What follows belongs to an exercise in optimizing a design on an open flow for small area; a production flow would make more cautious choices.
Function was checked by simulation only, so behaviour that the tests miss may differ from the original.
No activity file was given, so power comes from the tool's default toggle rates.

$ cat constraint.sdc
create_clock -name core_clock -period 6.0 [get_ports {clk_in}]
set_input_delay 1.2000 -clock core_clock [delete_from_list [all_inputs] [get_ports {clk_in}]]
set_output_delay 1.2000 -clock core_clock [all_outputs]
set_load 0.01 [all_outputs]
$ cat design.v
package saturn_isa_pkg;
    localparam int MAX_OPCODE_NIBS = 21;     
    localparam int DECODE_NIBS     = 5;      
    typedef logic [3:0] nibble_t;
    typedef logic [4:0] op_len_t;
    typedef logic [4*MAX_OPCODE_NIBS-1:0] opcode_t;     
    typedef logic [3:0] field_t;
    typedef logic [63:0] field_data_t;
    typedef enum logic [3:0]
    {
        GRP_0     = 4'h0,    
        GRP_1     = 4'h1,    
        GRP_LC    = 4'h3,    
        GRP_8     = 4'h8,    
        GRP_FIXED = 4'hF     
    } op_group_e;
endpackage
package mem_bus_pkg;
    localparam int NIBS_PER_WORD = 4;
    typedef logic [19:0] bus_addr_t;
    typedef logic [15:0] bus_word_t;
    typedef logic [1:0] word_offset_t;      
    typedef enum logic [2:0]
    {
        ST_FLUSH,            
        ST_FETCH_WORD,       
        ST_CHECK_SIZE,       
        ST_IDLE,             
        ST_READ,             
        ST_READ_CHECK        
    } seq_state_e;
endpackage
`timescale 1ns/1ps
module saturn_bus_ctrl #(
    parameter int QUEUE_NIBS = 24
) (
    input  logic                          clk_in,
    input  logic                          arst_n_i,
    input  mem_bus_pkg::bus_word_t        bus_data_i,
    output mem_bus_pkg::bus_addr_t        bus_addr_o,
    output logic                          bus_rd_n_o,
    input  mem_bus_pkg::bus_addr_t        ibus_addr_i,
    input  logic                          ibus_flush_i,
    input  logic                          ibus_fetch_i,
    output saturn_isa_pkg::opcode_t       ibus_opcode_o,
    output saturn_isa_pkg::op_len_t       ibus_length_o,
    output mem_bus_pkg::bus_addr_t        ibus_opcode_addr_o,
    output logic                          ibus_ready_o,
    input  mem_bus_pkg::bus_addr_t        data_addr_i,
    input  saturn_isa_pkg::field_t        data_field_left_i,
    input  saturn_isa_pkg::field_t        data_field_right_i,
    input  logic                          data_read_i,
    output saturn_isa_pkg::field_data_t   data_o,
    output logic                          data_read_ready_o
);
    localparam logic [1:0] ST_IDLE  = 2'd0;
    localparam logic [1:0] ST_FLUSH = 2'd1;     
    localparam logic [1:0] ST_LOAD  = 2'd2;     
    localparam logic [1:0] ST_CHECK = 2'd3;     
    logic [1:0]  state_q;
    logic [1:0]  state_d;
    logic        data_mode_q;       
    logic        extra_q;           
    logic [2:0]  words_q;           
    logic [5:0]  tpos_q;            
    logic [19:0] head_q;            
    logic [83:0] nib_q;             
    logic        ibus_ready_q;
    logic        data_ready_q;
    function automatic logic [4:0] add3(input logic [3:0] n);
        case (n)
            4'h0: add3 = 5'd3;   4'h1: add3 = 5'd4;   4'h2: add3 = 5'd5;   4'h3: add3 = 5'd6;
            4'h4: add3 = 5'd7;   4'h5: add3 = 5'd8;   4'h6: add3 = 5'd9;   4'h7: add3 = 5'd10;
            4'h8: add3 = 5'd11;  4'h9: add3 = 5'd12;  4'hA: add3 = 5'd13;  4'hB: add3 = 5'd14;
            4'hC: add3 = 5'd15;  4'hD: add3 = 5'd16;  4'hE: add3 = 5'd17;  default: add3 = 5'd18;
        endcase
    endfunction
    function automatic logic [4:0] add6(input logic [3:0] n);
        case (n)
            4'h0: add6 = 5'd6;   4'h1: add6 = 5'd7;   4'h2: add6 = 5'd8;   4'h3: add6 = 5'd9;
            4'h4: add6 = 5'd10;  4'h5: add6 = 5'd11;  4'h6: add6 = 5'd12;  4'h7: add6 = 5'd13;
            4'h8: add6 = 5'd14;  4'h9: add6 = 5'd15;  4'hA: add6 = 5'd16;  4'hB: add6 = 5'd17;
            4'hC: add6 = 5'd18;  4'hD: add6 = 5'd19;  4'hE: add6 = 5'd20;  default: add6 = 5'd21;
        endcase
    endfunction
    function automatic logic less(input logic [5:0] a, input logic [5:0] b);
        less = 1'b0;
        for (int i = 0; i < 6; i++)
            less = (!a[i] && b[i]) || (!a[i] && less) || (b[i] && less);
    endfunction
    function automatic logic [4:0] dec_len(input logic [3:0] n0, input logic [3:0] n1,
                                           input logic [3:0] n2, input logic [3:0] n3,
                                           input logic [3:0] n4);
        logic [4:0] l;
        case (n0)
            4'h0: l = (n1 == 4'hE) ? 5'd4 : 5'd2;
            4'h1:
                case (n1)
                    4'h5, 4'h9, 4'hD: l = 5'd4;
                    4'hA, 4'hE:       l = 5'd6;
                    4'hB, 4'hF:       l = 5'd7;
                    default:          l = 5'd3;
                endcase
            4'h3: l = add3(n1);
            4'h8:
                case (n1)
                    4'h0:
                        case (n2)
                            4'h8:
                                case (n3)
                                    4'h0, 4'hF:             l = 5'd4;
                                    4'h2:                   l = add6(n4);
                                    4'h6, 4'h7, 4'hA, 4'hB: l = 5'd7;
                                    default:                l = 5'd5;
                                endcase
                            4'hC, 4'hD, 4'hF: l = 5'd4;
                            default:          l = 5'd3;
                        endcase
                    4'h1:
                        case (n2)
                            4'h8, 4'hA: l = 5'd6;
                            4'h9:       l = 5'd5;
                            4'hB:       l = 5'd4;
                            default:    l = 5'd3;
                        endcase
                    4'h2, 4'h4, 4'h5: l = 5'd3;
                    4'hC, 4'hE:       l = 5'd6;
                    4'hD, 4'hF:       l = 5'd7;
                    default:          l = 5'd5;
                endcase
            4'h4, 4'h5, 4'hA, 4'hB: l = 5'd3;
            4'h6, 4'h7:             l = 5'd4;
            4'h9:                   l = 5'd5;
            default:                l = 5'd2;
        endcase
        dec_len = l;
    endfunction
    function automatic logic [17:0] word_add(input logic [17:0] b, input logic [2:0] inc);
        logic [10:0] lo;
        logic [7:0]  hi;
        lo = {1'b0, b[9:0]} + {8'd0, inc};
        hi = b[17:10] + 8'd1;
        word_add = {lo[10] ? hi : b[17:10], lo[9:0]};
    endfunction
    logic        check;
    logic        flush;
    logic        settle;
    logic        clear;
    logic [19:0] base;
    logic [1:0]  el;
    logic [3:0]  cw;                
    logic [15:0] rot;               
    logic [5:0]  pos [4];           
    logic [23:0] nib_ok;
    logic [15:0] wdata;
    logic [23:0] hit;               
    logic [19:0] dec_nib;
    logic [4:0]  len;
    logic        special;
    logic        done;
    logic [4:0]  op_end;            
    logic [17:0] word_addr;
    logic [5:0]  tpos_start;
    assign check = (state_q == ST_CHECK);
    assign settle = ibus_ready_q || data_ready_q;
    assign clear = !state_q[1];
    assign flush = (state_q == ST_FLUSH);
    assign base  = flush ? ibus_addr_i : (data_mode_q ? data_addr_i : head_q);
    assign el    = tpos_q[1:0];
    assign cw    = tpos_q[5:2];
    always_comb
    begin
        case (el)
            2'd0:    rot = bus_data_i;
            2'd1:    rot = {bus_data_i[11:0], bus_data_i[15:12]};
            2'd2:    rot = {bus_data_i[7:0],  bus_data_i[15:8]};
            default: rot = {bus_data_i[3:0],  bus_data_i[15:4]};
        endcase
        for (int pm = 0; pm < 4; pm++)
            pos[pm] = (2'(pm) < el) ? {cw, 2'(pm)} : {cw - 4'd1, 2'(pm)};
    end
    always_comb
    begin
        for (int w = 0; w < 6; w++)
            for (int pm = 0; pm < 4; pm++)
                hit[4*w + pm] = check && ((2'(pm) < el) ? (cw == 4'(w)) : (cw == 4'(w + 1)));
    end
    always_comb
    begin
        for (int i = 0; i < 5; i++)
            dec_nib[4*i +: 4] = nib_q[4*i +: 4] | (hit[i] ? rot[4*(i % 4) +: 4] : 4'h0);
    end
    assign len = dec_len(dec_nib[3:0], dec_nib[7:4], dec_nib[11:8], dec_nib[15:12], dec_nib[19:16]);
    always_comb
    begin
        for (int p = 0; p < 24; p++)
        begin
            if (p < 16)
                nib_ok[p] = data_mode_q ? ((4'(p) >= data_field_right_i) && (4'(p) <= data_field_left_i)) :
                                          (5'(p) < len);
            else
                nib_ok[p] = !data_mode_q && (5'(p) < len);
        end
    end
    assign wdata = clear ? 16'h0000 : rot;
    assign special = (cw == 4'd0) && (dec_nib[3:0] == 4'h8) && (dec_nib[7:5] == 3'b000);
    assign done    = data_mode_q ? less({2'b00, data_field_left_i}, tpos_q) :
                                   (!less(tpos_q, {1'b0, len}) && !special);
    always_ff @(posedge clk_in)
    begin
        for (int p = 0; p < 84; p++)
            if (clear || (hit[p / 4] && nib_ok[p / 4]))
                nib_q[p] <= wdata[p % 16];
    end
    assign op_end    = {3'b000, head_q[1:0]} + len;
    assign word_addr = word_add(base[19:2], flush ? 3'd0 : (words_q - 3'd1));
    always_ff @(posedge clk_in)
    begin
        if (flush || ibus_ready_q)
            head_q <= {word_addr, flush ? ibus_addr_i[1:0] : op_end[1:0]};
    end
    always_comb
    begin
        if (data_read_i)
            tpos_start = {2'b00, data_field_right_i} - {4'b0000, data_addr_i[1:0]};
        else if (head_q[1:0] != 2'b00)
            tpos_start = 6'd4 - {4'b0000, head_q[1:0]};
        else
            tpos_start = extra_q ? 6'd4 : 6'd0;
    end
    always_comb
    begin
        state_d = state_q;
        case (state_q)
            ST_IDLE:
            begin
                if (ibus_flush_i)
                    state_d = ST_FLUSH;
                else if (data_read_i && !settle)
                    state_d = ST_LOAD;
                else if (ibus_fetch_i && !settle)
                    state_d = ST_CHECK;
            end
            ST_FLUSH: state_d = ST_LOAD;
            ST_LOAD:  state_d = ST_CHECK;
            default:  state_d = done ? ST_IDLE : ST_LOAD;
        endcase
    end
    always_ff @(posedge clk_in)
    begin
        case (state_q)
            ST_IDLE:
            begin
                data_mode_q <= data_read_i;
                words_q     <= (data_read_i || (head_q[1:0] == 2'b00 && !extra_q)) ? 3'd0 : 3'd1;
                tpos_q      <= tpos_start;
            end
            ST_FLUSH:
            begin
                data_mode_q <= 1'b0;
                words_q     <= 3'd0;
                tpos_q      <= 6'd0 - {4'b0000, ibus_addr_i[1:0]};
                extra_q     <= 1'b0;
            end
            ST_LOAD:
            begin
                words_q <= words_q + 3'd1;
                tpos_q  <= tpos_q + 6'd4;
            end
            default:
            begin
                if (done && !data_mode_q)
                begin
                    words_q <= op_end[4:2] + 3'd1;
                    extra_q <= ({cw - 4'd1, el} == {1'b0, len});
                end
            end
        endcase
    end
    always_ff @(posedge clk_in or negedge arst_n_i)
    begin
        if (!arst_n_i)
        begin
            state_q      <= ST_FLUSH;
            ibus_ready_q <= 1'b0;
            data_ready_q <= 1'b0;
        end
        else
        begin
            state_q      <= state_d;
            ibus_ready_q <= check && done && !data_mode_q;
            data_ready_q <= check && done && data_mode_q;
        end
    end
    assign bus_addr_o         = {word_addr, 2'b00};
    assign bus_rd_n_o         = 1'b0;
    assign ibus_opcode_o      = nib_q;
    assign ibus_length_o      = len;
    assign ibus_opcode_addr_o = head_q;
    assign ibus_ready_o       = ibus_ready_q;
    assign data_o             = nib_q[63:0];
    assign data_read_ready_o  = data_ready_q;
endmodule
$ cat config.mk
export PLATFORM = sky130hd
export DESIGN_NAME = saturn_bus_ctrl
export DESIGN_NICKNAME = saturn_bus_ctrl
export VERILOG_FILES = /design/flow/design.v
export SDC_FILE = /design/flow/constraint.sdc
export NUM_CORES = 4
export LEC_CHECK = 0
export CAP_MARGIN = 20
export CORE_MARGIN = 2
export CORE_UTILIZATION = 40
export SLEW_MARGIN = 20
$ cat run.sh
#!/bin/bash
# synth_recipe.tcl (not shown) runs the flow's synth.tcl, then flattens the netlist and writes it again
# the make line also repeats each setting of config.mk as NAME=value (left out here)
make -C /OpenROAD-flow-scripts/flow DESIGN_CONFIG=/design/flow/config.mk WORK_HOME=/design/flow/orfs CLKGATE_MAP_FILE= SYNTH_SCRIPT=/design/flow/synth_recipe.tcl finish
==> summary.md, run 1 <==
| Metric | Value |
|---|---|
| Synth Cell Area | `around 0.0083 mm²` |
| CTS clk-pin slew, worst paths | `0.06 ns` |
| Die area | `0.0219 mm²` |
| Hold Crit Depth | `2` |
| Setup slack, reg-to-reg | `0.85 ns` |
| ANT nets after route | `0` |
| Final Hold Vio Count | `0` |
| Worst skew pair latency | `0.42 ns` |
| Reg-to-reg critical path startpoint | `tpos_q[3]` |
| First-pass GRT wire length | `roughly 40 mm` |
| Htree depth | `4` |
| Worst hold path class | `register to register` |
| Top_reg_cell synth | `edfxtp_1` |
| Largest net degree at the start of global routing | `38` |
| Final min period | `5.82 ns` |
| Vias after detailed routing | `6939` |
| Chip width | `148 µm` |
| PwrDens | `700 mW/mm²` |
| Commonest non-fill, non-tap cell in the layout | `clkdlybuf4s50_1` |
| DP HPWL | `between 20 and 25 mm` |
| Initial antenna violation count | `0` |
| R2r endpoint | `words_q[2]` |
| Setup crit start | `bus_data_i[13]` |
| Gpl congestion | `slightly below 0.9` |
| Synth warn | `2` |
| Crit path arrival time | `between 4 and 5 ns` |
| # rows | `52` |
| Final worst-path cycle share | `0.971` |
| Total global routing overflow | `0` |
| Startpoint type of the worst setup path | `primary input` |
| Global Route Usage Sum | `0.236` |
| Largest stage delay on the critical path | `0.55 ns` |
| Crit-path most repeated cell | `clkdlybuf4s50_1` |
| Worst Max-Slew Pin Slew | `0.990 ns` |
| Avg Cell Area, Syn | `approximately 11 µm²` |
| Post-Synth XOR/XNOR Area | `0.0307` |
| Setup TNS | `0 ns` |
| Multiplexer share of the synthesized area | `0.0817` |
| Max Cap Viol | `0` |
| RSZ-0062 raised after global routing | `no` |
| N_diodes | `0` |
| Final net count | `1097` |
| Critical Path RT | `4.80 ns` |
| Sequential share of the synthesized area | `0.429` |
| Setup bufs post-CTS | `0` |
| LEAKAGE | `4.33 nW` |
| Most frequent cells in the layout | `clkdlybuf4s50_1 (260), edfxtp_1 (115), nor2_1 (56), nand2_1 (52)` |
| Cells after synthesis | `780` |
| HP Start | `state_q[0]` |
| DR DRC count | `0` |
| Adder-Cell Fraction of Synth Area | `0.0550` |
| Largest family of logic cells by synthesized area | `compound AO/OA/AOI/OAI gates` |
| Crit path kind | `primary input to output port` |
| Async set-reset flop share out of synthesis | `0.0336` |
| Outcome | `finished clean` |
| Slowest cell on the critical path | `clkdlybuf4s50_1` |
| WL per Instance | `20.4 µm` |
| Post-CTS Hold Buffers | `0` |
| 1st-iter DRT viols | `476` |
| Via density | `between 5 and 6` |
| Clk sinks | `119` |
| P&R area growth vs syn | `38.2%` |
| Hold Path End | `state_q[0]` |
| Clock Tree Root | `clkbuf_16` |
| I/O Buffers | `~260` |
| IO Pins | `between 200 and 300` |
| Power Total | `0.00801 W` |
| Maximum resistive drop on vdd | `about 430 µV` |
| Core area | `between 0.02 and 0.025 mm²` |
| Crit-path max FO | `5` |
| Compound-cell area share of the yosys netlist | `0.175` |
| Share of cells above drive strength 1 | `0.128` |
| Total CTS buffers | `17` |
| Pins Over Slew Limit | `0` |
| Final Setup Violations | `0` |
| R2R depth | `18` |
| Drt total wl | `26.0 mm` |
| Fin util | `0.564` |
| Post-Synth Simple-Gate Area | `0.124` |
| CP cell instances | `clkdlybuf4s50_1 -> mux4_2 -> a21oi_1 -> ha_1 -> a21boi_0 -> a211o_1 -> a311oi_1 -> a221oi_1 -> nand2_1 -> clkdlybuf4s50_1` |
| Bufs on Longest Clock Path | `2` |
| Die Ht | `148 µm` |
| Clk_skew | `0.00893 ns` |
| Initial core utilization | `0.408` |
| Critical path capture point type | `output port` |
| Fmax | `approximately 170 MHz` |
| EDFF count, synth | `115` |
| Synth cell types | `85` |
| #FFs+latches synth | `119` |
| Resized Gates After CTS | `0` |
| CTS tree | `done` |
| Slew HR | `0.333` |
| Vias in the first global route | `6853` |
| TritonRoute pass-1 iters | `5` |
[through the flow]
stage / area (µm²) / worst slack (ns) / std cells / hold WS (ns)
after CTS: 11400 / 0.147 / 1278 / 0.538
after global routing: 11400 / 0.0318 / 1278 / 0.554
after global placement: 10800 / 0.233 / 1246 / 0.519
after detailed placement: 10800 / 0.178 / 1246 / 0.529
after floorplan: 8290 / 0.525 / 782 / 0.500
final: 11400 / 0.176 / 1278 / 0.534
[area by class of cell]
cell class / count / area (µm²)
flip-flops and latches: 119 / 3550
multi-input cells: 517 / 3890
clock inverters: 15 / 180
inverters: 40 / 150
fillers: 1788 / 8860
clock buffers: 17 / 425
well taps: 270 / 338
repair buffers: 300 / 2910
[routing by layer]
layer / share of wire / track usage / vias to the layer above
met2: 0.49 / 0.400 / 291
met1: 0.41 / 0.291 / 3353
met4: 0.023 / 0.0800 / 0
met5: 0 / 0 / -
met3: 0.079 / 0.0639 / 32
li1: - / - / 3263
[logic make-up after synthesis]
family | Yosys count
AND/OR/NAND/NOR | 202
AO/OA/AOI/OAI | 201
buffers and inverters | 146
flip-flops | 119
multiplexers | 47
adder cells (fa/ha/maj) | 35
XOR/XNOR | 29
other | 1
[worst max path at each step]
stage                             endpoint  slack (ns)
final                     ibus_length_o[0]        0.18
after global routing      ibus_length_o[0]        0.03
after CTS                   bus_addr_o[19]        0.15
after detailed placement    bus_addr_o[19]        0.18
after global placement      bus_addr_o[19]        0.23
after floorplan             bus_addr_o[19]        0.53
[synth_stat cells (4+ instances only)]
cell	number	area, µm²
mux2_2	5	56.3
a211o_1	7	61.3
ha_1	30	375
a21boi_0	5	37.5
a311oi_1	4	35.0
o21ai_0	44	220
o21a_1	6	45.0
o2111ai_1	8	70.1
xor2_1	12	105
nand2_1	52	195
buf_6	5	56.3
nor4_1	6	37.5
a21o_1	4	30.0
o31ai_1	6	45.0
nand3_1	17	85.1
mux2i_1	26	260
inv_1	39	146
edfxtp_1	115	3450
a21oi_1	44	220
nor2b_1	4	25.0
or2_2	6	37.5
mux4_2	16	360
clkbuf_1	21	78.8
nor2_1	56	210
nor3_1	6	30.0
buf_4	71	533
o211ai_1	8	60.1
buf_2	5	25.0
and2_1	20	125
o211a_1	5	50.1
xnor2_1	17	149
nand3b_1	5	37.5
nand2b_1	9	56.3
a211oi_1	7	52.6
buf_1	4	15.0
[state kept, by name, summed over array words and instances (netlist names)]
register      count
data_mode_q       1
data_ready_q      1
extra_q           1
head_q           20
ibus_ready_q      1
nib_q            84
state_q           2
tpos_q            6
words_q           3
[critical path: cells and delay by family]
family	cells	cell delay (ns)
mux	1	0.52
fa+ha+maj	1	0.29
simple gates	1	0.27
buf+inv	2	1.03
compound gates	5	1.32
[power by group]
part           internal (W)  switching (W)  total [W]
Clock              0.000629       0.000419    0.00105
Sequential          0.00163       0.000371    0.00200
Combinational       0.00238        0.00258    0.00497
Total               0.00464        0.00337    0.00801
==> inputs of run 2 (changes only) <==
==> flow/run.sh (new file) <==
#!/bin/bash
# The standard layout (standard.sh: the standard synthesis, floorplan, power grid,
# tap cells, placement, CTS and routing, unchanged) with two settings changed to save
# cell area:
#  - port buffering uses buf_1 cells instead of the delay buffer buffer_ports picks
#    by default (every input and output port still gets its own buffer);
#  - CTS builds the tree from clkbuf_8 cells and inserts no dummy loads.
# make's full output goes to standard_finish.log here; each ORFS step also keeps its
# own log under orfs/logs/.
set -euo pipefail
bash standard.sh \
  'BUFFER_PORTS_ARGS=-buffer_cell sky130_fd_sc_hd__buf_1' \
  'CTS_ARGS=-sink_clustering_enable -repair_clock_nets -dont_use_dummy_load -buf_list sky130_fd_sc_hd__clkbuf_8' \
  finish > standard_finish.log 2>&1
==> standard.sh (new file) <==
#!/bin/bash
# synth_recipe.tcl (not shown) runs the flow's synth.tcl, then flattens the netlist and writes it again
# the make line also repeats each setting of config.mk as NAME=value (left out here)
make -C /OpenROAD-flow-scripts/flow DESIGN_CONFIG=/design/flow/config.mk WORK_HOME=/design/flow/orfs CLKGATE_MAP_FILE= SYNTH_SCRIPT=/design/flow/synth_recipe.tcl "${@:-finish}"
removed: run.sh
==> run 2 against run 1 <==
Compared with the run above:
- power down 20%
- sequential power about the same
- via count down 1.5%
- final cell count down 2.5%
- critical path type is now register to output port
==> summary.md, run 2 <==
| Metric | Value |
|---|---|
| Outcome | `finished clean (unchanged)` |
| DR DRC count | `0 (unchanged)` |
| Via density | `5.49 (was 5.43)` |
| Final Setup Violations | `0 (unchanged)` |
| CP cell instances | `inv_1 -> ha_1 -> buf_4 -> mux2_2 -> and2_1 -> a21oi_1 -> inv_1 -> ha_1 -> or2_2 -> a211oi_1 -> a221oi_1 -> a311oi_2 -> nand2_1 -> buf_1 (was clkdlybuf4s50_1 -> mux4_2 -> a21oi_1 -> ha_1 -> a21boi_0 -> a211o_1 -> a311oi_1 -> a221oi_1 -> nand2_1 -> clkdlybuf4s50_1)` |
| Top_reg_cell synth | `edfxtp_1 (unchanged)` |
| Setup bufs post-CTS | `0 (unchanged)` |
| Register Area | `0.00355 mm² (unchanged)` |
| Clock Tree Root | `clkbuf_8 (was clkbuf_16)` |
| Pins Over Slew Limit | `0 (unchanged)` |
| DP Area | `0.00906 mm² (was 0.0108 mm²)` |
| Met1 Use GR | `0.274 (was 0.291)` |
| WL per Instance | `19.1 µm (was 20.4 µm)` |
| EDFF count, synth | `115 (unchanged)` |
| ANT nets after route | `0 (unchanged)` |
| Multiplexer share of the synthesized area | `0.0817 (unchanged)` |
| Avg Cell Area, Syn | `10.6 µm² (unchanged)` |
| Resized Gates After CTS | `0 (unchanged)` |
| Drt total wl | `23.9 mm (was 26.0 mm)` |
| Synth Cell Area | `0.00828 mm² (unchanged)` |
| GR Layer Usage met3 | `0.0472 (was 0.0639)` |
| Clk_skew | `0.0371 ns (was 0.00893 ns)` |
| Initial core utilization | `0.408 (unchanged)` |
| Clk sinks | `119 (unchanged)` |
| P&R area growth vs syn | `12.3% (was 38.2%)` |
| Post-Synth Simple-Gate Area | `0.124 (unchanged)` |
| Setup TNS | `0 ns (unchanged)` |
| Hold_ws | `0.532 ns (was 0.534 ns)` |
| Area occupied by multi-input gates | `0.00388 mm² (was 0.00389 mm²)` |
| Sequential share of the synthesized area | `0.429 (unchanged)` |
| Setup slack, reg-to-reg | `0.69 ns (was 0.85 ns)` |
| Htree depth | `4 (unchanged)` |
| Max Cap Viol | `0 (unchanged)` |
| I/O Buffers | `261 (unchanged)` |
| Crit-path max FO | `10 (was 5)` |
| Crit path arrival time | `4.40 ns (was 4.62 ns)` |
| 1st-iter DRT viols | `478 (was 476)` |
| Global Route Usage Sum | `0.214 (was 0.236)` |
| DP HPWL | `18.8 mm (was 20.4 mm)` |
| Biggest register | `nib_q (unchanged)` |
| # rows | `52 (unchanged)` |
| Die Ht | `148 µm (unchanged)` |
| Total CTS buffers | `17 (unchanged)` |
| Largest stage delay on the critical path | `0.50 ns (was 0.55 ns)` |
| Cells after synthesis | `780 (unchanged)` |
| Largest net degree at the start of global routing | `41 (was 38)` |
| PwrDens | `686 mW/mm² (was 700 mW/mm²)` |
| Max FFs per register | `84 (unchanged)` |
| Design Area, Final | `0.00930 mm² (was 0.0114 mm²)` |
| Largest family of logic cells by synthesized area | `compound AO/OA/AOI/OAI gates (unchanged)` |
| Final Hold Vio Count | `0 (unchanged)` |
| Fin cells | `1246 (was 1278)` |
| #FFs+latches synth | `119 (unchanged)` |
| LEAKAGE | `3.36 nW (was 4.33 nW)` |
| Met2 global-route usage | `0.369 (was 0.400)` |
| First-pass GRT wire length | `35.9 mm (was 39.3 mm)` |
| Worst Max-Slew Pin Slew | `0.971 ns (was 0.990 ns)` |
| Vias after detailed routing | `6836 (was 6939)` |
| Core area | `0.0203 mm² (unchanged)` |
| Synth cell types | `85 (unchanged)` |
| Fmax | `179 MHz (was 172 MHz)` |
| Vias in the first global route | `6380 (was 6853)` |
| Crit path kind | `register to output port (was primary input to output port)` |
| TritonRoute pass-1 iters | `6 (was 5)` |
| Most numerous cell in the Yosys netlist | `edfxtp_1 (unchanged)` |
| Worst skew pair latency | `0.45 ns (was 0.42 ns)` |
| Share of cells above drive strength 1 | `0.0984 (was 0.128)` |
| CTS tree | `done (unchanged)` |
| Synth cell count leaders | `edfxtp_1 (115), buf_4 (71), nor2_1 (56) (unchanged)` |
| Die area | `0.0219 mm² (unchanged)` |
| Leading post-synthesis cells by cell area | `edfxtp_1 (42%), buf_4 (6.4%), ha_1 (4.5%) (unchanged)` |
| Slew HR | `0.347 (was 0.333)` |
| Compound-cell area share of the yosys netlist | `0.175 (unchanged)` |
| Post-CTS Hold Buffers | `0 (unchanged)` |
| Fin util | `0.458 (was 0.564)` |
| Critical path capture point type | `output port (unchanged)` |
| Grt peak-use layer | `met2 (unchanged)` |
| Initial antenna violation count | `0 (unchanged)` |
| Startpoint type of the worst setup path | `register (was primary input)` |
| Worst hold path class | `register to register (unchanged)` |
| Chip width | `148 µm (unchanged)` |
| Cell taking the most area after synthesis | `edfxtp_1 (unchanged)` |
| Commonest non-fill, non-tap cell in the layout | `buf_1 (was clkdlybuf4s50_1)` |
| Critical Path RT | `4.80 ns (about the same)` |
| Final min period | `5.60 ns (was 5.82 ns)` |
| Final net count | `1080 (was 1097)` |
| Fillers | `2015 (was 1788)` |
| Synth top area share | `0.417 (unchanged)` |
| Bufs on Longest Clock Path | `2 (unchanged)` |
| Post-Synth XOR/XNOR Area | `0.0307 (unchanged)` |
| Top Registers | `nib_q (84), head_q (20), tpos_q (6) (unchanged)` |
| Gpl congestion | `0.920 (was 0.891)` |
| Adder-Cell Fraction of Synth Area | `0.0550 (unchanged)` |
| Most frequent cells in the layout | `buf_1 (261), edfxtp_1 (115), nor2_1 (56), nand2_1 (52) (was clkdlybuf4s50_1 (260), edfxtp_1 (115), nor2_1 (56), nand2_1 (52))` |
| Maximum resistive drop on vdd | `377 µV (was 433 µV)` |
| Placed Cells incl. Taps | `1229 (was 1246)` |
| Slowest cell on the critical path | `a311oi_2 (was clkdlybuf4s50_1)` |
| N_diodes | `0 (unchanged)` |
| Async set-reset flop share out of synthesis | `0.0336 (unchanged)` |
| CTS clk-pin slew, worst paths | `0.07 ns (was 0.06 ns)` |
| Final worst-path cycle share | `0.933 (was 0.971)` |
| Synth warn | `2 (unchanged)` |
| RSZ-0062 raised after global routing | `no (unchanged)` |
| IO Pins | `265 (unchanged)` |
| Total global routing overflow | `0 (unchanged)` |
## run 2: cell types whose count changed in the layout (fill, tap and decap cells not counted), sizes merged, moves of 2 or more
cell | before | now
bufinv | 2 | 0
clkinv | 3 | 0
buf | 39 | 283
inv | 49 | 40
clkdlybuf4s50 | 260 | 0
## run 2: per-layer routing
metal,part of all wire,routed length [µm]
met5,0,0
met4,0.015,368
met3,0.072,1720
met2,0.50,11900
met1,0.41,9820
## run 2: power by group
part | leakage [nW] | total, W | internal [W] | switching [W]
clock network | 0.122 | 0.000516 | 0.000248 | 0.000268
logic | 2.05 | 0.00387 | 0.00138 | 0.00250
registers | 1.19 | 0.00199 | 0.00163 | 0.000363
## run 2: worst max-delay path: cells and delay by family (launching register included)
kind            cells  cell delay [ns]
fa+ha+maj           2             0.49
compound gates      4             1.26
mux                 1             0.27
buf+inv             4             0.66
simple gates        3             0.79
flops               1             0.48
## run 2: worst paths after layout
path / cells after the start / from / end
hold / removal: 2 / state_q[0] / state_q[0]
min in group asynchronous: 1 / arst_n_i / state_q[1]
max in group asynchronous: 1 / arst_n_i / state_q[0]
hold reg to reg: 2 / state_q[0] / state_q[0]
setup / recovery: 14 / tpos_q[3] / ibus_length_o[2]
setup reg to reg: 19 / tpos_q[2] / words_q[2]
## run 2: cell type report
type / count / area share
well taps: 270 / 0.0363
flip-flops and latches: 119 / 0.382
inverters: 40 / 0.0161
repair buffers: 283 / 0.123
multi-input cells: 517 / 0.417
clock buffers: 17 / 0.0252
## run 2: logic make-up after synthesis
| logic type | Yosys count |
|---|---|
| buffers and inverters | 146 |
| AOI/OAI and AO/OA | 201 |
| muxes | 47 |
| xor gates and xnor gates | 29 |
| and+or+nand+nor | 202 |
| adders and majority gates | 35 |
| other | 1 |
| DFF | 119 |
## run 2: metrics by stage
stage	worst slack, ns	total power [W]
6_report	0.400	0.00638
3_5_place_dp	0.541	0.00586
2_1_floorplan	0.525	0.00476
4_1_cts	0.365	0.00641
5_1_grt	0.0228	0.00686
3_3_place_gp	0.603	0.00583
==> inputs of run 3 (changes only) <==
--- a/design.v
+++ b/design.v
@@ -33,2 +33,205 @@
 `timescale 1ns/1ps
+module opcode_size_decoder (
+    input  logic [19:0] head_i,      
+    output logic [4:0]  length_o
+);
+    logic g0;
+    logic g1;
+    logic g2;
+    logic g3;
+    logic g4;
+    logic g5;
+    logic g6;
+    logic g7;
+    logic g8;
+    logic g9;
+    logic g10;
+    logic g11;
+    logic g12;
+    logic g13;
+    logic g14;
+    logic g15;
+    logic g16;
+    logic g17;
+    logic g18;
+    logic g19;
+    logic g20;
+    logic g21;
+    logic g22;
+    logic g23;
+    logic g24;
+    logic g25;
+    logic g26;
+    logic g27;
+    logic g28;
+    logic g29;
+    logic g30;
+    logic g31;
+    logic g32;
+    logic g33;
+    logic g34;
+    logic g35;
+    logic g36;
+    logic g37;
+    logic g38;
+    logic g39;
+    logic g40;
+    logic g41;
+    logic g42;
+    logic g43;
+    logic g44;
+    logic g45;
+    logic g46;
+    logic g47;
+    logic g48;
+    logic g49;
+    logic g50;
+    logic g51;
+    logic g52;
+    logic g53;
+    logic g54;
+    logic g55;
+    logic g56;
+    logic g57;
+    logic g58;
+    logic g59;
+    logic g60;
+    logic g61;
+    logic g62;
+    logic g63;
+    logic g64;
+    logic g65;
+    logic g66;
+    logic g67;
+    logic g68;
+    logic g69;
+    logic g70;
+    logic g71;
+    logic g72;
+    logic g73;
+    logic g74;
+    logic g75;
+    logic g76;
+    logic g77;
+    logic g78;
+    logic g79;
+    logic g80;
+    logic g81;
+    logic g82;
+    logic g83;
+    logic g84;
+    logic g85;
+    logic g86;
+    logic g87;
+    logic g88;
+    logic g89;
+    logic g90;
+    logic g91;
+    logic g92;
+    logic g93;
+    logic g94;
+    logic g95;
+    assign g0 = head_i[3] | ~head_i[1];
+    assign g1 = ~(head_i[0] & head_i[5]);
+    assign g2 = g1 | g0;
+    assign g3 = ~(head_i[6] | head_i[7]);
+    assign g4 = g3 | head_i[5];
+    assign g5 = g4 & ~head_i[1];
+    assign g6 = head_i[4] & ~g5;
+    assign g7 = head_i[2] | ~head_i[0];
+    assign g8 = ~head_i[4];
+    assign g9 = ~(head_i[7] & head_i[5]);
+    assign g10 = g9 | head_i[1];
+    assign g11 = g8 & ~g10;
+    assign g12 = g11 | g7;
+    assign g13 = g12 | g6;
+    assign g14 = head_i[2] & ~head_i[1];
+    assign g15 = g14 | head_i[3];
+    assign g16 = g13 & ~g15;
+    assign g17 = ~(g11 | head_i[0]);
+    assign g18 = head_i[0] | head_i[6];
+    assign g19 = ~(g18 & g1);
+    assign g20 = g19 | g17;
+    assign g21 = g16 & ~g20;
+    assign g22 = head_i[2] & ~g0;
+    assign g23 = head_i[2] | head_i[1];
+    assign g24 = g23 | ~head_i[3];
+    assign g25 = head_i[0] & ~g24;
+    assign g26 = g25 | g22;
+    assign g27 = g26 | g21;
+    assign g28 = g27 | ~g2;
+    assign g29 = g7 | g0;
+    assign g30 = g29 | ~head_i[6];
+    assign g31 = g30 | ~g28;
+    assign g32 = head_i[14] | head_i[15];
+    assign g33 = ~(g32 | head_i[12]);
+    assign g34 = head_i[4] | head_i[10];
+    assign g35 = g34 | ~head_i[13];
+    assign g36 = g33 & ~g35;
+    assign g37 = ~head_i[9];
+    assign g38 = head_i[8] ? head_i[10] : g37;
+    assign g39 = g8 & ~g38;
+    assign g40 = head_i[4] & head_i[10];
+    assign g41 = head_i[5] | ~head_i[11];
+    assign g42 = g41 | g40;
+    assign g43 = g42 | g39;
+    assign g44 = g24 | g18;
+    assign g45 = ~(g44 | g43);
+    assign g46 = g45 & g36;
+    assign g47 = ~(head_i[18] | head_i[17]);
+    assign g48 = g47 ^ head_i[19];
+    assign g49 = g46 & ~g48;
+    assign g50 = g49 | ~g31;
+    assign g51 = ~(g50 | g29);
+    assign length_o[3] = head_i[7] ? g51 : g50;
+    assign g52 = g47 | head_i[7];
+    assign g53 = g46 & ~g52;
+    assign g54 = g31 & ~g53;
+    assign length_o[4] = ~(g54 | length_o[3]);
+    assign g55 = ~(g30 ^ g28);
+    assign g56 = ~(head_i[18] ^ head_i[17]);
+    assign g57 = g36 & ~g56;
+    assign g58 = g45 & ~g57;
+    assign g59 = ~(head_i[6] | head_i[4]);
+    assign g60 = head_i[5] & ~g59;
+    assign g61 = g60 | head_i[7];
+    assign g62 = g61 & ~g24;
+    assign g63 = ~(g10 | g7);
+    assign g64 = g63 | g62;
+    assign g65 = g64 | g58;
+    assign length_o[2] = g65 | g55;
+    assign g66 = head_i[6] & head_i[7];
+    assign g67 = ~(g66 & g8);
+    assign g68 = head_i[16] & head_i[13];
+    assign g69 = g33 & ~g68;
+    assign g70 = head_i[14] & head_i[15];
+    assign g71 = ~(head_i[12] & head_i[13]);
+    assign g72 = g70 & ~g71;
+    assign g73 = g72 | g34;
+    assign g74 = g73 | g69;
+    assign g75 = g43 | ~g3;
+    assign g76 = g74 & ~g75;
+    assign g77 = g67 & ~g76;
+    assign g78 = head_i[9] | ~head_i[8];
+    assign g79 = head_i[4] & ~g78;
+    assign g80 = g23 | head_i[0];
+    assign g81 = g80 | g79;
+    assign g82 = g81 | g77;
+    assign g83 = head_i[2] & head_i[3];
+    assign g84 = g83 | g16;
+    assign length_o[0] = g82 & ~g84;
+    assign g85 = ~(head_i[12] | head_i[17]);
+    assign g86 = g85 | g32;
+    assign g87 = g70 | g35;
+    assign g88 = g86 & ~g87;
+    assign g89 = head_i[4] & ~head_i[8];
+    assign g90 = g89 | g88;
+    assign g91 = g45 & ~g90;
+    assign g92 = g8 & ~g2;
+    assign g93 = g62 & ~g66;
+    assign g94 = g93 | g92;
+    assign g95 = g94 | g91;
+    assign length_o[1] = ~(g95 | g27);
+endmodule
+`timescale 1ns/1ps
 module saturn_bus_ctrl #(
@@ -69,18 +272,2 @@
     logic        data_ready_q;
-    function automatic logic [4:0] add3(input logic [3:0] n);
-        case (n)
-            4'h0: add3 = 5'd3;   4'h1: add3 = 5'd4;   4'h2: add3 = 5'd5;   4'h3: add3 = 5'd6;
-            4'h4: add3 = 5'd7;   4'h5: add3 = 5'd8;   4'h6: add3 = 5'd9;   4'h7: add3 = 5'd10;
-            4'h8: add3 = 5'd11;  4'h9: add3 = 5'd12;  4'hA: add3 = 5'd13;  4'hB: add3 = 5'd14;
-            4'hC: add3 = 5'd15;  4'hD: add3 = 5'd16;  4'hE: add3 = 5'd17;  default: add3 = 5'd18;
-        endcase
-    endfunction
-    function automatic logic [4:0] add6(input logic [3:0] n);
-        case (n)
-            4'h0: add6 = 5'd6;   4'h1: add6 = 5'd7;   4'h2: add6 = 5'd8;   4'h3: add6 = 5'd9;
-            4'h4: add6 = 5'd10;  4'h5: add6 = 5'd11;  4'h6: add6 = 5'd12;  4'h7: add6 = 5'd13;
-            4'h8: add6 = 5'd14;  4'h9: add6 = 5'd15;  4'hA: add6 = 5'd16;  4'hB: add6 = 5'd17;
-            4'hC: add6 = 5'd18;  4'hD: add6 = 5'd19;  4'hE: add6 = 5'd20;  default: add6 = 5'd21;
-        endcase
-    endfunction
     function automatic logic less(input logic [5:0] a, input logic [5:0] b);
@@ -90,49 +277,2 @@
     endfunction
-    function automatic logic [4:0] dec_len(input logic [3:0] n0, input logic [3:0] n1,
-                                           input logic [3:0] n2, input logic [3:0] n3,
-                                           input logic [3:0] n4);
-        logic [4:0] l;
-        case (n0)
-            4'h0: l = (n1 == 4'hE) ? 5'd4 : 5'd2;
-            4'h1:
-                case (n1)
-                    4'h5, 4'h9, 4'hD: l = 5'd4;
-                    4'hA, 4'hE:       l = 5'd6;
-                    4'hB, 4'hF:       l = 5'd7;
-                    default:          l = 5'd3;
-                endcase
-            4'h3: l = add3(n1);
-            4'h8:
-                case (n1)
-                    4'h0:
-                        case (n2)
-                            4'h8:
-                                case (n3)
-                                    4'h0, 4'hF:             l = 5'd4;
-                                    4'h2:                   l = add6(n4);
-                                    4'h6, 4'h7, 4'hA, 4'hB: l = 5'd7;
-                                    default:                l = 5'd5;
-                                endcase
-                            4'hC, 4'hD, 4'hF: l = 5'd4;
-                            default:          l = 5'd3;
-                        endcase
-                    4'h1:
-                        case (n2)
-                            4'h8, 4'hA: l = 5'd6;
-                            4'h9:       l = 5'd5;
-                            4'hB:       l = 5'd4;
-                            default:    l = 5'd3;
-                        endcase
-                    4'h2, 4'h4, 4'h5: l = 5'd3;
-                    4'hC, 4'hE:       l = 5'd6;
-                    4'hD, 4'hF:       l = 5'd7;
-                    default:          l = 5'd5;
-                endcase
-            4'h4, 4'h5, 4'hA, 4'hB: l = 5'd3;
-            4'h6, 4'h7:             l = 5'd4;
-            4'h9:                   l = 5'd5;
-            default:                l = 5'd2;
-        endcase
-        dec_len = l;
-    endfunction
     function automatic logic [17:0] word_add(input logic [17:0] b, input logic [2:0] inc);
@@ -192,3 +332,6 @@
     end
-    assign len = dec_len(dec_nib[3:0], dec_nib[7:4], dec_nib[11:8], dec_nib[15:12], dec_nib[19:16]);
+    opcode_size_decoder u_len (
+        .head_i   (dec_nib),
+        .length_o (len)
+    );
     always_comb
--- a/config.mk
+++ b/config.mk
@@ -7,5 +7,6 @@
 export LEC_CHECK = 0
+export ABC_AREA = 1
 export CAP_MARGIN = 20
 export CORE_MARGIN = 2
-export CORE_UTILIZATION = 40
+export CORE_UTILIZATION = 65
 export SLEW_MARGIN = 20
==> run 3 against run 2 <==
Compared with the run above:
- still clean
- area after synthesis fell by 3.7%
- combinational power rose by 1%
- core utilization rose by 28 points
- sequential share of layout area rose by 1.7 points
==> summary.md, run 3 <==
| Metric | Value |
|---|---|
| Outcome | `finished clean (unchanged)` |
| Die Ht | `115 µm (was 148 µm)` |
| Async set-reset flop share out of synthesis | `0.0336 (unchanged)` |
| Total CTS buffers | `17 (unchanged)` |
| Total global routing overflow | `0 (unchanged)` |
| Worst skew pair latency | `0.43 ns (was 0.45 ns)` |
| Reg-to-reg critical path startpoint | `state_q[1] (was tpos_q[2])` |
| Synth top area share | `0.433 (was 0.417)` |
| Pins Over Slew Limit | `0 (unchanged)` |
| DP Area | `0.00862 mm² (was 0.00906 mm²)` |
| Slew HR | `0.386 (was 0.347)` |
| LEAKAGE | `3.64 nW (was 3.36 nW)` |
| Final min period | `5.52 ns (was 5.60 ns)` |
| Largest net degree at the start of global routing | `28 (was 41)` |
| Largest stage delay on the critical path | `0.59 ns (was 0.50 ns)` |
| Buffers & Inverters on Critical Path | `4 (unchanged)` |
| Most frequent cells in the layout | `buf_1 (261), nand2_1 (205), edfxtp_1 (115), nor2_1 (102), inv_1 (96) (was buf_1 (261), edfxtp_1 (115), nor2_1 (56), nand2_1 (52))` |
| Fillers | `998 (was 2015)` |
| Drt total wl | `21.5 mm (was 23.9 mm)` |
| DR DRC count | `0 (unchanged)` |
| Initial core utilization | `0.664 (was 0.408)` |
| Worst Max-Slew Pin Slew | `0.914 ns (was 0.971 ns)` |
| Setup TNS | `0 ns (unchanged)` |
| Core area | `0.0120 mm² (was 0.0203 mm²)` |
| Fin util | `0.740 (was 0.458)` |
| R2r endpoint | `words_q[2] (unchanged)` |
| Biggest register | `nib_q (unchanged)` |
| Post-Synth XOR/XNOR Area | `0.0242 (was 0.0307)` |
| TritonRoute pass-1 iters | `5 (was 6)` |
| Slowest cell on the critical path | `edfxtp_1 (was a311oi_2)` |
| Via density | `5.70 (was 5.49)` |
| # rows | `40 (was 52)` |
| ANT nets after route | `0 (unchanged)` |
| Htree depth | `4 (unchanged)` |
| Top_reg_cell synth | `edfxtp_1 (unchanged)` |
| First-pass GRT wire length | `33.1 mm (was 35.9 mm)` |
| Cell taking the most area after synthesis | `edfxtp_1 (unchanged)` |
| Most numerous cell in the Yosys netlist | `nand2_1 (was edfxtp_1)` |
| Cells after synthesis | `947 (was 780)` |
| Synth cell types | `53 (was 85)` |
| Multiplexer share of the synthesized area | `0 (was 0.0817)` |
| Setup slack, reg-to-reg | `0.94 ns (was 0.69 ns)` |
| Hold_ws | `0.584 ns (was 0.532 ns)` |
| Clock Tree Root | `clkbuf_8 (unchanged)` |
| Critical Path RT | `4.80 ns (about the same)` |
| CTS clk-pin slew, worst paths | `0.06 ns (was 0.07 ns)` |
| Post-Synth Simple-Gate Area | `0.237 (was 0.124)` |
| DP HPWL | `16.9 mm (was 18.8 mm)` |
| N_diodes | `0 (unchanged)` |
| Synth warn | `2 (unchanged)` |
| RSZ-0062 raised after global routing | `no (unchanged)` |
| Share of cells above drive strength 1 | `0.0746 (was 0.0984)` |
| Final worst-path cycle share | `0.920 (was 0.933)` |
| Maximum resistive drop on vdd | `476 µV (was 377 µV)` |
| Crit path kind | `register to output port (unchanged)` |
| IO Pins | `265 (unchanged)` |
| Compound-cell area share of the yosys netlist | `0.114 (was 0.175)` |
| Synth cell count leaders | `nand2_1 (205), edfxtp_1 (115), nor2_1 (102) (was edfxtp_1 (115), buf_4 (71), nor2_1 (56))` |
| Setup crit start | `tpos_q[1] (was tpos_q[3])` |
| Bufs on Longest Clock Path | `2 (unchanged)` |
| CP cell instances | `buf_4 -> nor2_4 -> inv_2 -> nand2_1 -> nand3_2 -> inv_2 -> nand2_1 -> nand2_1 -> nand2_1 -> nand3b_1 -> nand3_1 -> nand2_1 -> or2_2 -> ha_1 -> nor3_1 -> nand2_2 -> buf_1 (was inv_1 -> ha_1 -> buf_4 -> mux2_2 -> and2_1 -> a21oi_1 -> inv_1 -> ha_1 -> or2_2 -> a211oi_1 -> a221oi_1 -> a311oi_2 -> nand2_1 -> buf_1)` |
| Crit-path most repeated cell | `nand2_1` |
| Final Setup Violations | `0 (unchanged)` |
| 1st-iter DRT viols | `894 (was 478)` |
| Global Route Usage Sum | `0.325 (was 0.214)` |
| Startpoint type of the worst setup path | `register (unchanged)` |
| Synth Cell Area | `0.00798 mm² (was 0.00828 mm²)` |
| Power Total | `0.00634 W (was 0.00638 W)` |
| Max FFs per register | `84 (unchanged)` |
| Crit path arrival time | `4.32 ns (was 4.40 ns)` |
| Crit-path max FO | `23 (was 10)` |
| Leading post-synthesis cells by cell area | `edfxtp_1 (43%), nand2_1 (9.6%), buf_4 (6.3%) (was edfxtp_1 (42%), buf_4 (6.4%), ha_1 (4.5%))` |
| I/O Buffers | `261 (unchanged)` |
| Vias after detailed routing | `7410 (was 6836)` |
| Top Registers | `nib_q (84), head_q (20), tpos_q (6) (unchanged)` |
| Max Cap Viol | `0 (unchanged)` |
| Avg Cell Area, Syn | `8.42 µm² (was 10.6 µm²)` |
| Sequential share of the synthesized area | `0.446 (was 0.429)` |
| P&R area growth vs syn | `11.5% (was 12.3%)` |
| Vias in the first global route | `6793 (was 6380)` |
| Final net count | `1253 (was 1080)` |
| Critical path capture point type | `output port (unchanged)` |
| R2R depth | `24 (was 19)` |
| Chip width | `115 µm (was 148 µm)` |
| Design Area, Final | `0.00889 mm² (was 0.00930 mm²)` |
| Clk_skew | `0.0237 ns (was 0.0371 ns)` |
| CTS tree | `done (unchanged)` |
| Clk sinks | `119 (unchanged)` |
| Post-CTS Hold Buffers | `0 (unchanged)` |
| #FFs+latches synth | `119 (unchanged)` |
| Adder-Cell Fraction of Synth Area | `0.0483 (was 0.0550)` |
| Largest family of logic cells by synthesized area | `simple AND/OR/NAND/NOR gates (was compound AO/OA/AOI/OAI gates)` |
| Commonest non-fill, non-tap cell in the layout | `buf_1 (unchanged)` |
| WL per Instance | `16.5 µm (was 19.1 µm)` |
| Gpl congestion | `1.03 (was 0.920)` |
| Initial antenna violation count | `0 (unchanged)` |
| Final Hold Vio Count | `0 (unchanged)` |
| CP top delay family | `simple AND/OR/NAND/NOR gates (was compound AO/OA/AOI/OAI gates)` |
| Die area | `0.0132 mm² (was 0.0219 mm²)` |
| Fmax | `181 MHz (was 179 MHz)` |
| EDFF count, synth | `115 (unchanged)` |
| Worst hold path class | `primary input to async pin (was register to register)` |
| PwrDens | `713 mW/mm² (was 686 mW/mm²)` |
run 3: cell types whose count changed after synthesis, sizes merged, moves of 8 or more:
cell / previous run / this run
nand3: 17 / 51
inv: 40 / 106
a211oi: 9 / 1
xnor2: 17 / 4
clkbuf: 21 / 13
nand4: 1 / 16
mux4: 16 / 0
nor2: 56 / 111
nand2: 52 / 217
and2: 20 / 1
mux2i: 26 / 0
nand2b: 9 / 0
run 3: metal layers:
layer,share of wire,GRT usage,routed length (µm)
met1,0.39,0.409,8390
met2,0.47,0.541,10200
met3,0.098,0.0817,2110
met4,0.038,0.133,813
met5,0,0,0
run 3: worst max path at each step:
stage,to,cells after the start
finish,ibus_length_o[2],17
global route,bus_addr_o[18],20
CTS,bus_addr_o[18],18
detailed placement,bus_addr_o[18],17
global placement,bus_addr_o[18],17
floorplan,bus_addr_o[18],23
run 3: repair_timing:
| action | CTS | global route |
|---|---|---|
| setup endpoints to repair | 0 | 4 |
| endpoints found under the hold margin | 0 | 0 |
| setup buffers | 0 | 3 |
| resized for setup | 0 | 4 |
run 3: cell families after synthesis:
kind of cell | Yosys count
flops | 119
xor+xnor | 22
simple gates | 423
buf+inv | 200
fa+ha+maj | 29
other cells | 1
compound gates | 153
run 3: cell type report:
type	count	area [µm²]	area share
Sequential cell	119	3550	0.400
Multi-Input combinational cell	630	3400	0.382
Timing Repair Buffer	278	1110	0.125
Inverter	109	415	0.0467
Clock buffer	17	234	0.0263
Tap cell	147	184	0.0207
run 3: report_power, final:
| group | switching (W) | internal [W] |
|---|---|---|
| Combinational | 0.00274 | 0.00118 |
| Sequential | 0.000271 | 0.00165 |
| Clock | 0.000258 | 0.000247 |
run 3: per-stage QoR:
stage / instances / setup WS (ns)
finish: 1300 / 0.478
global route: 1300 / 0.0366
CTS: 1297 / 0.231
detailed placement: 1280 / 0.674
global placement: 1280 / 0.738
floorplan: 949 / 0.265
run 3: worst reg2reg max path, cell delays in order (launching register included):
cell      delay, ns
dfrtp_1        0.34
buf_4          0.30
ha_1           0.56
buf_4          0.23
clkinv_1       0.35
nor2_1         0.46
nand2_1        0.13
nand4_1        0.23
nor2_1         0.06
nand2_1        0.06
nand3_1        0.08
nand3b_1       0.09
o21ai_0        0.08
nand2_1        0.06
nand2_1        0.17
inv_1          0.22
ha_1           0.20
inv_1          0.05
fa_1           0.41
nand2_1        0.09
nand2_1        0.05
o22ai_1        0.17
ha_1           0.20
xor2_1         0.15
nor2_1         0.05
==> inputs of run 4 (changes only) <==
--- a/design.v
+++ b/design.v
@@ -267,3 +267,3 @@
     logic [2:0]  words_q;           
-    logic [5:0]  tpos_q;            
+    logic [4:0]  tpos_q;            
     logic [19:0] head_q;            
@@ -290,5 +290,4 @@
     logic [1:0]  el;
-    logic [3:0]  cw;                
+    logic [2:0]  cw;                
     logic [15:0] rot;               
-    logic [5:0]  pos [4];           
     logic [23:0] nib_ok;
@@ -302,3 +301,3 @@
     logic [17:0] word_addr;
-    logic [5:0]  tpos_start;
+    logic [4:0]  tpos_start;
     assign check = (state_q == ST_CHECK);
@@ -309,3 +308,3 @@
     assign el    = tpos_q[1:0];
-    assign cw    = tpos_q[5:2];
+    assign cw    = tpos_q[4:2];
     always_comb
@@ -318,4 +317,2 @@
         endcase
-        for (int pm = 0; pm < 4; pm++)
-            pos[pm] = (2'(pm) < el) ? {cw, 2'(pm)} : {cw - 4'd1, 2'(pm)};
     end
@@ -325,3 +322,3 @@
             for (int pm = 0; pm < 4; pm++)
-                hit[4*w + pm] = check && ((2'(pm) < el) ? (cw == 4'(w)) : (cw == 4'(w + 1)));
+                hit[4*w + pm] = check && ((2'(pm) < el) ? (cw == 3'(w)) : (cw == 3'(w + 1)));
     end
@@ -348,5 +345,5 @@
     assign wdata = clear ? 16'h0000 : rot;
-    assign special = (cw == 4'd0) && (dec_nib[3:0] == 4'h8) && (dec_nib[7:5] == 3'b000);
-    assign done    = data_mode_q ? less({2'b00, data_field_left_i}, tpos_q) :
-                                   (!less(tpos_q, {1'b0, len}) && !special);
+    assign special = (cw == 3'd0) && (dec_nib[3:0] == 4'h8) && (dec_nib[7:5] == 3'b000);
+    assign done    = data_mode_q ? less({2'b00, data_field_left_i}, {1'b0, tpos_q}) :
+                                   (!less({1'b0, tpos_q}, {1'b0, len}) && !special);
     always_ff @(posedge clk_in)
@@ -367,7 +364,7 @@
         if (data_read_i)
-            tpos_start = {2'b00, data_field_right_i} - {4'b0000, data_addr_i[1:0]};
+            tpos_start = {1'b0, data_field_right_i} - {3'b000, data_addr_i[1:0]};
         else if (head_q[1:0] != 2'b00)
-            tpos_start = 6'd4 - {4'b0000, head_q[1:0]};
+            tpos_start = 5'd4 - {3'b000, head_q[1:0]};
         else
-            tpos_start = extra_q ? 6'd4 : 6'd0;
+            tpos_start = extra_q ? 5'd4 : 5'd0;
     end
@@ -404,3 +401,3 @@
                 words_q     <= 3'd0;
-                tpos_q      <= 6'd0 - {4'b0000, ibus_addr_i[1:0]};
+                tpos_q      <= 5'd0 - {3'b000, ibus_addr_i[1:0]};
                 extra_q     <= 1'b0;
@@ -410,3 +407,3 @@
                 words_q <= words_q + 3'd1;
-                tpos_q  <= tpos_q + 6'd4;
+                tpos_q  <= tpos_q + 5'd4;
             end
@@ -417,3 +414,3 @@
                     words_q <= op_end[4:2] + 3'd1;
-                    extra_q <= ({cw - 4'd1, el} == {1'b0, len});
+                    extra_q <= ({cw - 3'd1, el} == len);
                 end
==> run 4 against run 3 <==
Compared with the run above:
- still clean on timing, DRC and antenna
- critical path depth down 1
- design area fell by 2.1%
- sequential power is essentially flat
- sequential share of layout area increased by 0.49 points
- maximum frequency up 0.24%
==> summary.md, run 4 <==
| Metric | Value |
|---|---|
| Initial antenna violation count | `0 (unchanged)` |
| Reg-to-reg critical path startpoint | `tpos_q[1] (was state_q[1])` |
| Sequential share of the synthesized area | `0.447 (was 0.446)` |
| Register Area | `0.00352 mm² (was 0.00355 mm²)` |
| N_diodes | `0 (unchanged)` |
| Total global routing overflow | `0 (unchanged)` |
| RSZ-0062 raised after global routing | `no (unchanged)` |
| Clk_skew | `0.0222 ns (was 0.0237 ns)` |
| Synth warn | `1 (was 2)` |
| Commonest non-fill, non-tap cell in the layout | `buf_1 (unchanged)` |
| First-pass GRT wire length | `32.1 mm (was 33.1 mm)` |
| PwrDens | `710 mW/mm² (was 713 mW/mm²)` |
| Cells after synthesis | `944 (was 947)` |
| Die area | `0.0130 mm² (was 0.0132 mm²)` |
| # rows | `40 (unchanged)` |
| Startpoint type of the worst setup path | `register (unchanged)` |
| Bufs on Longest Clock Path | `2 (unchanged)` |
| Final worst slack | `0.492 ns (was 0.478 ns)` |
| Synth cell types | `52 (was 53)` |
| Cell taking the most area after synthesis | `edfxtp_1 (unchanged)` |
| P&R area growth vs syn | `10.4% (was 11.5%)` |
| Worst skew pair latency | `0.45 ns (was 0.43 ns)` |
| Synth top area share | `0.434 (was 0.433)` |
| Synth Cell Area | `0.00789 mm² (was 0.00798 mm²)` |
| Most frequent cells in the layout | `buf_1 (261), nand2_1 (184), edfxtp_1 (114), nor2_1 (103), inv_1 (102) (was buf_1 (261), nand2_1 (205), edfxtp_1 (115), nor2_1 (102), inv_1 (96))` |
| Async set-reset flop share out of synthesis | `0.0339 (was 0.0336)` |
| DP HPWL | `16.3 mm (was 16.9 mm)` |
| Vias in the first global route | `6518 (was 6793)` |
| Global Route Usage Sum | `0.319 (was 0.325)` |
| Leading post-synthesis cells by cell area | `edfxtp_1 (43%), nand2_1 (8.8%), buf_4 (6.4%) (was edfxtp_1 (43%), nand2_1 (9.6%), buf_4 (6.3%))` |
| ANT nets after route | `0 (unchanged)` |
| Crit-path max FO | `15 (was 23)` |
| Vias after detailed routing | `7313 (was 7410)` |
| Die Ht | `114 µm (was 115 µm)` |
| Max FFs per register | `84 (unchanged)` |
| Biggest register | `nib_q (unchanged)` |
| Pins Over Slew Limit | `0 (unchanged)` |
| Setup TNS | `0 ns (unchanged)` |
| WL per Instance | `16.4 µm (was 16.5 µm)` |
| Worst hold path class | `primary input to async pin (unchanged)` |
| Final Hold Vio Count | `0 (unchanged)` |
| Setup crit start | `data_mode_q (was tpos_q[1])` |
| Total CTS buffers | `17 (unchanged)` |
| Fillers | `958 (was 998)` |
| Critical Path RT | `4.80 ns (about the same)` |
| Chip width | `114 µm (was 115 µm)` |
| Avg Cell Area, Syn | `8.36 µm² (was 8.42 µm²)` |
| Initial core utilization | `0.662 (was 0.664)` |
| IO Pins | `265 (unchanged)` |
| TritonRoute pass-1 iters | `8 (was 5)` |
| Area occupied by multi-input gates | `0.00329 mm² (was 0.00340 mm²)` |
| Crit path kind | `register to output port (unchanged)` |
| Core area | `0.0119 mm² (was 0.0120 mm²)` |
| #FFs+latches synth | `118 (was 119)` |
| Maximum resistive drop on vdd | `545 µV (was 476 µV)` |
| Share of cells above drive strength 1 | `0.0606 (was 0.0746)` |
| Post-CTS Hold Buffers | `0 (unchanged)` |
| Top_reg_cell synth | `edfxtp_1 (unchanged)` |
| Top Registers | `nib_q (84), head_q (20), tpos_q (5) (was nib_q (84), head_q (20), tpos_q (6))` |
| LEAKAGE | `3.56 nW (was 3.64 nW)` |
| EDFF count, synth | `114 (was 115)` |
| Worst Max-Slew Pin Slew | `1.01 ns (was 0.914 ns)` |
| CTS tree | `done (unchanged)` |
| Fmax | `182 MHz (was 181 MHz)` |
| Drt total wl | `21.0 mm (was 21.5 mm)` |
| Max Cap Viol | `0 (unchanged)` |
| Htree depth | `4 (unchanged)` |
| Final Setup Violations | `0 (unchanged)` |
| Resized Gates After CTS | `0 (unchanged)` |
| CTS clk-pin slew, worst paths | `0.06 ns (about the same)` |
| Final net count | `1239 (was 1253)` |
| Gpl congestion | `0.956 (was 1.03)` |
| Outcome | `finished clean (unchanged)` |
| Final worst-path cycle share | `0.918 (was 0.920)` |
| Synth cell count leaders | `nand2_1 (184), edfxtp_1 (114), nor2_1 (103) (was nand2_1 (205), edfxtp_1 (115), nor2_1 (102))` |
| Via density | `5.69 (was 5.70)` |
| Most numerous cell in the Yosys netlist | `nand2_1 (unchanged)` |
| Critical path capture point type | `output port (unchanged)` |
| Crit path arrival time | `4.31 ns (was 4.32 ns)` |
| Clk sinks | `118 (was 119)` |
| I/O Buffers | `261 (unchanged)` |
| Slew HR | `0.329 (was 0.386)` |
| DR DRC count | `0 (unchanged)` |
| Clock Tree Root | `clkbuf_8 (unchanged)` |
| DP Worst Slack | `0.767 ns (was 0.674 ns)` |
| Largest net degree at the start of global routing | `37 (was 28)` |
| Final min period | `5.51 ns (was 5.52 ns)` |
| Setup bufs post-CTS | `0 (unchanged)` |
| 1st-iter DRT viols | `876 (was 894)` |
-- run 4: cell types whose count changed after synthesis, moves of 5 or more --
cell,delta
inv_1,+5
buf_2,+5
nand2_1,-21
o21ai_0,+8
o22ai_1,-5
a21oi_1,-11
or2_2,+5
nand3_1,+26
-- run 4: worst max-delay path, cell delays in order, from the launching register on --
cell,delay (ns)
edfxtp_1,0.67
clkinv_1,0.57
nor2_1,0.23
o21ai_0,0.12
ha_1,0.32
inv_1,0.06
nor2_1,0.08
nor2_1,0.05
nor2_1,0.16
nand3_1,0.15
nor3_1,0.27
nand4_1,0.16
nor4_1,0.36
nand2_1,0.12
nor2_1,0.14
xor2_1,0.25
buf_1,0.19
-- run 4: layout make-up --
class / instances / area share
Multi-Input combinational cell: 619 / 0.378
Timing Repair Buffer: 269 / 0.119
Inverter: 115 / 0.0501
Tap cell: 147 / 0.0211
Sequential cell: 118 / 0.405
Clock buffer: 17 / 0.0269
-- run 4: power by group --
group	switching [W]	internal, W
Sequential	0.000301	0.00164
Clock	0.000267	0.000248
Combinational	0.00263	0.00110
Total	0.00320	0.00299
-- run 4: kinds of logic (layout without fill, tap and decap cells) --
kind of cell,count (synthesis),in the layout,synth area share
DFF,118,118,0.447
other,1,3,0.000475
xor gates and xnor gates,20,20,0.0222
buffers and inverters,209,401,0.137
adders and majority gates,31,31,0.0517
and+or+nand+nor,422,422,0.236
AOI/OAI and AO/OA,142,142,0.105
muxes,1,1,0.00127
-- run 4: per-stage QoR --
step,area (µm²),util,cells,power [W],hold WS [ns]
6_report,8710,0.731,1285,0.00619,0.571
5_1_grt,8710,0.731,1285,0.00669,0.570
4_1_cts,8710,0.731,1285,0.00616,0.560
3_5_place_dp,8470,0.711,1268,0.00563,0.608
3_3_place_gp,8470,0.711,1268,0.00557,0.584
2_1_floorplan,7900,-,946,0.00466,0.548
-- run 4: layer usage --
layer,routed length (µm),vias up,part of all wire,GRT usage
met3,1980,58,0.094,0.0762
met4,639,0,0.030,0.122
li1,-,3487,-,-
met2,10100,443,0.48,0.523
met1,8310,3325,0.40,0.415
met5,0,-,0,0
-- run 4: worst paths after layout --
path,endpoint,slack (ns),depth (start not counted)
min in group core_clock,state_q[0],0.62,2
hold reg to reg,state_q[0],0.62,2
max in group asynchronous,state_q[0],5.18,1
hold / removal,state_q[1],0.57,1
setup reg to reg,words_q[2],1.09,20
setup / recovery,bus_addr_o[19],0.49,16

afterwards: timing with drivers on the ports:
No port has a modelled driver above. Below, the same layouts with a new extraction and two added sets of constraints. Step 1 sets driving cells, clkbuf_16 on the clock port and buf_2 on the other inputs (assumed; they add their load-dependent delay and slew). Step 2 times the ports against the registers' clock, not the clock port: input delays grow and output delays shrink by t, the midpoint of the rising clock arrivals with the driver on. Three values: ideal, step 1, step 2; two values: the first two.
| run | shift t [ns] | setup WS [ns] | latest minus earliest clock arrival (ns) | cell pins on the clock port's net |
|---|---|---|---|---|
| run 1 | 0.459 | 0.176 / 0.150 / 0.099 | 0.009 / 0.009 | 1 |
| run 2 | 0.475 | 0.400 / 0.358 / 0.437 | 0.037 / 0.038 | 1 |
| run 3 | 0.448 | 0.478 / 0.449 / 0.856 | 0.024 / 0.025 | 1 |
| run 4 | 0.462 | 0.492 / 0.464 / 0.689 | 0.022 / 0.023 | 1 |
After both steps setup and hold are still met in every run listed. For run 1, which loses most, drivers alone change the setup slack by -0.026 ns; drivers and shift together by -0.077 ns.
